This design comes from an exercise in tuning for small area, a short achievable clock period and few clock cycles per item on the open sky130 flow, not from production work.

Setup of before:
// hsl_to_rgb_converter_unit
module hsl_to_rgb_converter_unit
(
  input  logic             clk_i,
  input  logic             rst_ni,
  input  logic             in_valid_i,
  output logic             in_ready_o,
  input  logic [hsl2rgb_pkg::HueW-1:0]  hue_degrees_i,
  input  logic [hsl2rgb_pkg::PctW-1:0]  saturation_pct_i,
  input  logic [hsl2rgb_pkg::PctW-1:0]  lightness_pct_i,
  output logic             out_valid_o,
  input  logic             out_ready_i,
  output logic [hsl2rgb_pkg::ChanW-1:0] red_o,
  output logic [hsl2rgb_pkg::ChanW-1:0] green_o,
  output logic [hsl2rgb_pkg::ChanW-1:0] blue_o
);
  localparam bit CutA = 1'b1;
  localparam bit CutB = 1'b1;
  localparam bit CutC = 1'b1;
  localparam bit CutD = 1'b1;
  localparam bit [3:0] Cut = {CutD, CutC, CutB, CutA};
  logic [4:0] vin;    
  logic [4:0] en;     
  assign vin[0] = in_valid_i;
  assign en[4]  = out_ready_i;
  logic [3:0] v;      
  for (genvar i = 0; i < 4; i++) begin : g_valid
  ...
Size in the first run: about 1500 cells after synthesis, roughly 53 I/O pins, roughly 17000 um^2 of cells after synthesis.
==> module hsl_to_rgb_converter_unit, before the edit <==
module hsl_to_rgb_converter_unit
(
  input  logic             clk_i,
  input  logic             rst_ni,
  input  logic             in_valid_i,
  output logic             in_ready_o,
  input  logic [hsl2rgb_pkg::HueW-1:0]  hue_degrees_i,
  input  logic [hsl2rgb_pkg::PctW-1:0]  saturation_pct_i,
  input  logic [hsl2rgb_pkg::PctW-1:0]  lightness_pct_i,
  output logic             out_valid_o,
  input  logic             out_ready_i,
  output logic [hsl2rgb_pkg::ChanW-1:0] red_o,
  output logic [hsl2rgb_pkg::ChanW-1:0] green_o,
  output logic [hsl2rgb_pkg::ChanW-1:0] blue_o
);
  localparam bit CutA = 1'b1;
  localparam bit CutB = 1'b1;
  localparam bit CutC = 1'b1;
  localparam bit CutD = 1'b1;
  localparam bit [3:0] Cut = {CutD, CutC, CutB, CutA};
  logic [4:0] vin;    
  logic [4:0] en;     
  assign vin[0] = in_valid_i;
  assign en[4]  = out_ready_i;
  logic [3:0] v;      
  for (genvar i = 0; i < 4; i++) begin : g_valid
    if (Cut[i]) begin : g_reg
      logic v_q;
      always_ff @(posedge clk_i or negedge rst_ni) begin
        if (!rst_ni) begin
          v_q <= 1'b0;
        end else if (en[i]) begin
          v_q <= vin[i];
        end
      end
      assign vin[i+1] = v_q;
      assign v[i]     = v_q;
    end else begin : g_wire
      assign vin[i+1] = vin[i];
      assign v[i]     = 1'b0;
    end
    assign en[i] = out_ready_i || !(&(v[3:i] | ~Cut[3:i]));
  end
  logic [3:0] ld;
  for (genvar i = 0; i < 4; i++) begin : g_load
    assign ld[i] = en[i] && vin[i];
  end
  assign in_ready_o  = en[0];
  assign out_valid_o = vin[4];
  logic [2:0] sec;     
  logic [5:0] w;       
  logic [6:0] s, l, m;
  logic [4:0] a;       
  logic       neg;     
  logic [6:0] g;
  logic [3:0] k, gm;
  assign g = hue_degrees_i[8:2];
  always_comb begin
    k = 4'd0;
    for (int i = 1; i <= 8; i++) begin
      if (g >= 7'(15 * i)) k = 4'(i);
    end
  end
  assign gm  = 4'(g - 7'(k * 4'd15));
  assign w   = {gm, hue_degrees_i[1:0]};
  assign sec = (k >= 4'd6) ? 3'(k - 4'd6) : 3'(k);
  assign a   = 5'((w >= 6'd30) ? w - 6'd30 : 6'd30 - w);
  assign neg = (w < 6'd30) ^ sec[0];
  assign s = (saturation_pct_i > hsl2rgb_pkg::PctMax) ? hsl2rgb_pkg::PctMax : saturation_pct_i;
  assign l = (lightness_pct_i  > hsl2rgb_pkg::PctMax) ? hsl2rgb_pkg::PctMax : lightness_pct_i;
  assign m = (l < hsl2rgb_pkg::PctHalf) ? l : hsl2rgb_pkg::PctMax - l;
  logic [5:0] ma;
  logic [6:0] sa, la;
  logic [4:0] aa;
  logic       nega;
  logic [2:0] seca;
  hsl2rgb_pipe #(.W(29), .EN(CutA)) u_cut_a (
    .clk_i, .en_i(ld[0]),
    .d_i({m[5:0], s, l, a, neg, sec}),
    .q_o({ma, sa, la, aa, nega, seca})
  );
  logic [12:0] c;
  logic [13:0] q;
  hsl2rgb_mul_c u_mul_c (.m_i(ma), .s_i(sa), .sum_o(c));
  hsl2rgb_add_q u_add_q (.m_i(ma), .s_i(sa), .l_i(la), .sum_o(q));
  logic [12:0] cxb;     
  logic [13:0] qb;
  logic [6:0]  lb;
  logic [4:0]  ab;
  logic        negb;
  logic [2:0]  secb;
  hsl2rgb_pipe #(.W(43), .EN(CutB)) u_cut_b (
    .clk_i, .en_i(ld[1]),
    .d_i({c ^ {13{nega}}, q, la, aa, nega, seca}),
    .q_o({cxb, qb, lb, ab, negb, secb})
  );
  logic [18:0] r;
  hsl2rgb_mul_r u_mul_r (.cx_i(cxb), .a_i(ab), .neg_i(negb), .l_i(lb), .sum_o(r));
  logic [17:0] yq;
  hsl2rgb_div_q u_div_q (.q_i(qb), .sum_o(yq));
  logic [18:0] rc;
  logic [17:0] yqc;
  logic [6:0]  lc;
  logic [2:0]  secc;
  hsl2rgb_pipe #(.W(47), .EN(CutC)) u_cut_c (
    .clk_i, .en_i(ld[2]),
    .d_i({r, yq, lb, secb}),
    .q_o({rc, yqc, lc, secc})
  );
  logic [7:0]  lq, lp, lr;
  logic [3:0]  tens;
  logic [9:0]  thr;
  assign lq = yqc[17:10];
  hsl2rgb_div_r u_div_r (.r_i(rc), .sum_o(lr));
  hsl2rgb_frac u_frac (.l_i(lc), .tens_o(tens), .thr_o(thr));
  hsl2rgb_low  u_low  (.l_i(lc), .tens_i(tens), .thr_i(thr), .yq_i(yqc), .sum_o(lp));
  logic [7:0] lqd, lpd, lrd;
  logic [2:0] secd;
  hsl2rgb_pipe #(.W(27), .EN(CutD)) u_cut_d (
    .clk_i, .en_i(ld[3]),
    .d_i({lq, lp, lr, secc}),
    .q_o({lqd, lpd, lrd, secd})
  );
  always_comb begin
    case (secd)
      3'd0:    begin red_o = lqd; green_o = lrd; blue_o = lpd; end
      3'd1:    begin red_o = lrd; green_o = lqd; blue_o = lpd; end
      3'd2:    begin red_o = lpd; green_o = lqd; blue_o = lrd; end
      3'd3:    begin red_o = lpd; green_o = lrd; blue_o = lqd; end
      3'd4:    begin red_o = lrd; green_o = lpd; blue_o = lqd; end
      default: begin red_o = lqd; green_o = lpd; blue_o = lrd; end
    endcase
  end
endmodule
Settings: LEC_CHECK=0, ABC_CLOCK_PERIOD_IN_PS=4500, CAP_MARGIN=20, CORE_MARGIN=2, CORE_UTILIZATION=40, CTS_BUF_LIST=sky130_fd_sc_hd__clkbuf_4 sky130_fd_sc_hd__clkbuf_8, SETUP_SLACK_MARGIN=4.5, SLEW_MARGIN=20; clock period 9.5 ns.
standard.sh (not shown) runs the stock make flow with config.mk's settings and CLKGATE_MAP_FILE= SYNTH_SCRIPT=/design/flow/synth_recipe.tcl, a recipe that flattens the netlist after the stock synthesis.
==> flow/flow/run.sh <==
#!/bin/bash
# Layout flow: the standard flow, with one netlist step between synthesis and floorplan.
# flow/polfix.py removes inverters around the full and half adders of the synthesized
# netlist (full adders are self-dual, so some may work on complemented signals); the
# registers and every other cell stay as synthesis made them. Each tool's output goes to
# a log of its own: synth.log, polfix.log, layout.log.
set -euo pipefail
R=orfs/results/sky130hd/hsl_to_rgb_converter_unit/base
bash standard.sh synth > synth.log 2>&1
cp "$R/1_2_yosys.v" yosys_netlist.v
python3 flow/polfix.py yosys_netlist.v "$R/1_2_yosys.v" > polfix.log 2>&1
bash standard.sh > layout.log 2>&1
Other scripts of this flow, unchanged in this note and not shown: flow/flow/polfix.py
## Diff of input files: after against before
diff --git a/flow/design.v b/flow/design.v
--- a/flow/design.v
+++ b/flow/design.v
@@ -812,6 +812,4 @@
   logic [5:0] w;       
   logic [6:0] s, l, m;
-  logic [4:0] a;       
-  logic       neg;     
   logic [6:0] g;
   logic [3:0] k, gm;
@@ -826,6 +824,4 @@
   assign w   = {gm, hue_degrees_i[1:0]};
   assign sec = (k >= 4'd6) ? 3'(k - 4'd6) : 3'(k);
-  assign a   = 5'((w >= 6'd30) ? w - 6'd30 : 6'd30 - w);
-  assign neg = (w < 6'd30) ^ sec[0];
   assign s = (saturation_pct_i > hsl2rgb_pkg::PctMax) ? hsl2rgb_pkg::PctMax : saturation_pct_i;
   assign l = (lightness_pct_i  > hsl2rgb_pkg::PctMax) ? hsl2rgb_pkg::PctMax : lightness_pct_i;
@@ -833,11 +829,10 @@
   logic [5:0] ma;
   logic [6:0] sa, la;
-  logic [4:0] aa;
-  logic       nega;
+  logic [5:0] wa;
   logic [2:0] seca;
   hsl2rgb_pipe #(.W(29), .EN(CutA)) u_cut_a (
     .clk_i, .en_i(ld[0]),
-    .d_i({m[5:0], s, l, a, neg, sec}),
-    .q_o({ma, sa, la, aa, nega, seca})
+    .d_i({m[5:0], s, l, w, sec}),
+    .q_o({ma, sa, la, wa, seca})
   );
   logic [12:0] c;
@@ -845,4 +840,8 @@
   hsl2rgb_mul_c u_mul_c (.m_i(ma), .s_i(sa), .sum_o(c));
   hsl2rgb_add_q u_add_q (.m_i(ma), .s_i(sa), .l_i(la), .sum_o(q));
+  logic [4:0] a;       
+  logic       neg;     
+  assign a   = 5'((wa >= 6'd30) ? wa - 6'd30 : 6'd30 - wa);
+  assign neg = (wa < 6'd30) ^ seca[0];
   logic [12:0] cxb;     
   logic [13:0] qb;
@@ -853,5 +852,5 @@
   hsl2rgb_pipe #(.W(43), .EN(CutB)) u_cut_b (
     .clk_i, .en_i(ld[1]),
-    .d_i({c ^ {13{nega}}, q, la, aa, nega, seca}),
+    .d_i({c ^ {13{neg}}, q, la, a, neg, seca}),
     .q_o({cxb, qb, lb, ab, negb, secb})
   );
@@ -876,21 +875,25 @@
   hsl2rgb_frac u_frac (.l_i(lc), .tens_o(tens), .thr_o(thr));
   hsl2rgb_low  u_low  (.l_i(lc), .tens_i(tens), .thr_i(thr), .yq_i(yqc), .sum_o(lp));
-  logic [7:0] lqd, lpd, lrd;
-  logic [2:0] secd;
-  hsl2rgb_pipe #(.W(27), .EN(CutD)) u_cut_d (
-    .clk_i, .en_i(ld[3]),
-    .d_i({lq, lp, lr, secc}),
-    .q_o({lqd, lpd, lrd, secd})
-  );
+  logic [2:0] selr, selg, selb;    
   always_comb begin
-    case (secd)
-      3'd0:    begin red_o = lqd; green_o = lrd; blue_o = lpd; end
-      3'd1:    begin red_o = lrd; green_o = lqd; blue_o = lpd; end
-      3'd2:    begin red_o = lpd; green_o = lqd; blue_o = lrd; end
-      3'd3:    begin red_o = lpd; green_o = lrd; blue_o = lqd; end
-      3'd4:    begin red_o = lrd; green_o = lpd; blue_o = lqd; end
-      default: begin red_o = lqd; green_o = lpd; blue_o = lrd; end
+    case (secc)
+      3'd0:    begin selr = 3'b001; selg = 3'b100; selb = 3'b010; end
+      3'd1:    begin selr = 3'b100; selg = 3'b001; selb = 3'b010; end
+      3'd2:    begin selr = 3'b010; selg = 3'b001; selb = 3'b100; end
+      3'd3:    begin selr = 3'b010; selg = 3'b100; selb = 3'b001; end
+      3'd4:    begin selr = 3'b100; selg = 3'b010; selb = 3'b001; end
+      default: begin selr = 3'b001; selg = 3'b010; selb = 3'b100; end
     endcase
   end
+  logic [7:0] lqd, lpd, lrd;
+  logic [2:0] selrd, selgd, selbd;
+  hsl2rgb_pipe #(.W(33), .EN(CutD)) u_cut_d (
+    .clk_i, .en_i(ld[3]),
+    .d_i({lq, lp, lr, selr, selg, selb}),
+    .q_o({lqd, lpd, lrd, selrd, selgd, selbd})
+  );
+  assign red_o   = ({8{selrd[0]}} & lqd) | ({8{selrd[1]}} & lpd) | ({8{selrd[2]}} & lrd);
+  assign green_o = ({8{selgd[0]}} & lqd) | ({8{selgd[1]}} & lpd) | ({8{selgd[2]}} & lrd);
+  assign blue_o  = ({8{selbd[0]}} & lqd) | ({8{selbd[1]}} & lpd) | ({8{selbd[2]}} & lrd);
 endmodule
 module hsl2rgb_frac
==> comparison <==
Per the comparison of after with before, time the final worst path needs with I/O delays and setup went up 21 ps; overall die area moved up; clock-cell share of area saw little to no change; vertical die dimension essentially unchanged; met2 global-route usage now smaller. after: post-synthesis to final-layout area growth lower than before. When after is set beside before, its via count turns out to be about 2% smaller. Taking before as the reference, in after non-clock buffer count has decreased, maximum fanout along the worst path ~0 delta, setup slack on the worst flop-to-flop path +60 ps, remaining max-slew budget at the tightest pin decreased by 4.0 points relative to the old numbers, sequential cell area shows an increase of 4.0%. There was hardly any difference in final design area excluding fillers between after and before. In summary, after completed successfully, with a layout that passed the timing, design-rule and antenna checks.
No run of this note included a check of the RTL's function; only the layout flow was run.

afterwards: timing with drivers on the ports:
No port has a modelled driver above. Below, the same layouts with a new extraction and two added sets of constraints.
Step 1 sets driving cells, clkbuf_16 on the clock port and buf_2 on the other inputs (assumed; they add their load-dependent delay and slew).
Step 2 also shifts input and output timing later by t, the mid clock arrival at the registers, as if the neighbouring blocks saw the same clock.
Three values: ideal ports, drivers, drivers and shift; two values: the first two.
| run | t (ns) | setup slack, ns | worst setup path after step 2 | clock arrival spread, ns | pins driven straight from the clock port |
|---|---|---|---|---|---|
| before | 0.524 | 4.608 / 4.587 / 4.296 | input to register | 0.019 / 0.019 | 1 |
| after | 0.524 | 4.588 / 4.563 / 4.563 | input to output | 0.017 / 0.017 | 1 |
After both steps setup and hold are still met in every run listed. For before, which loses most, drivers alone change the setup slack by -0.021 ns; drivers and shift together by -0.312 ns.
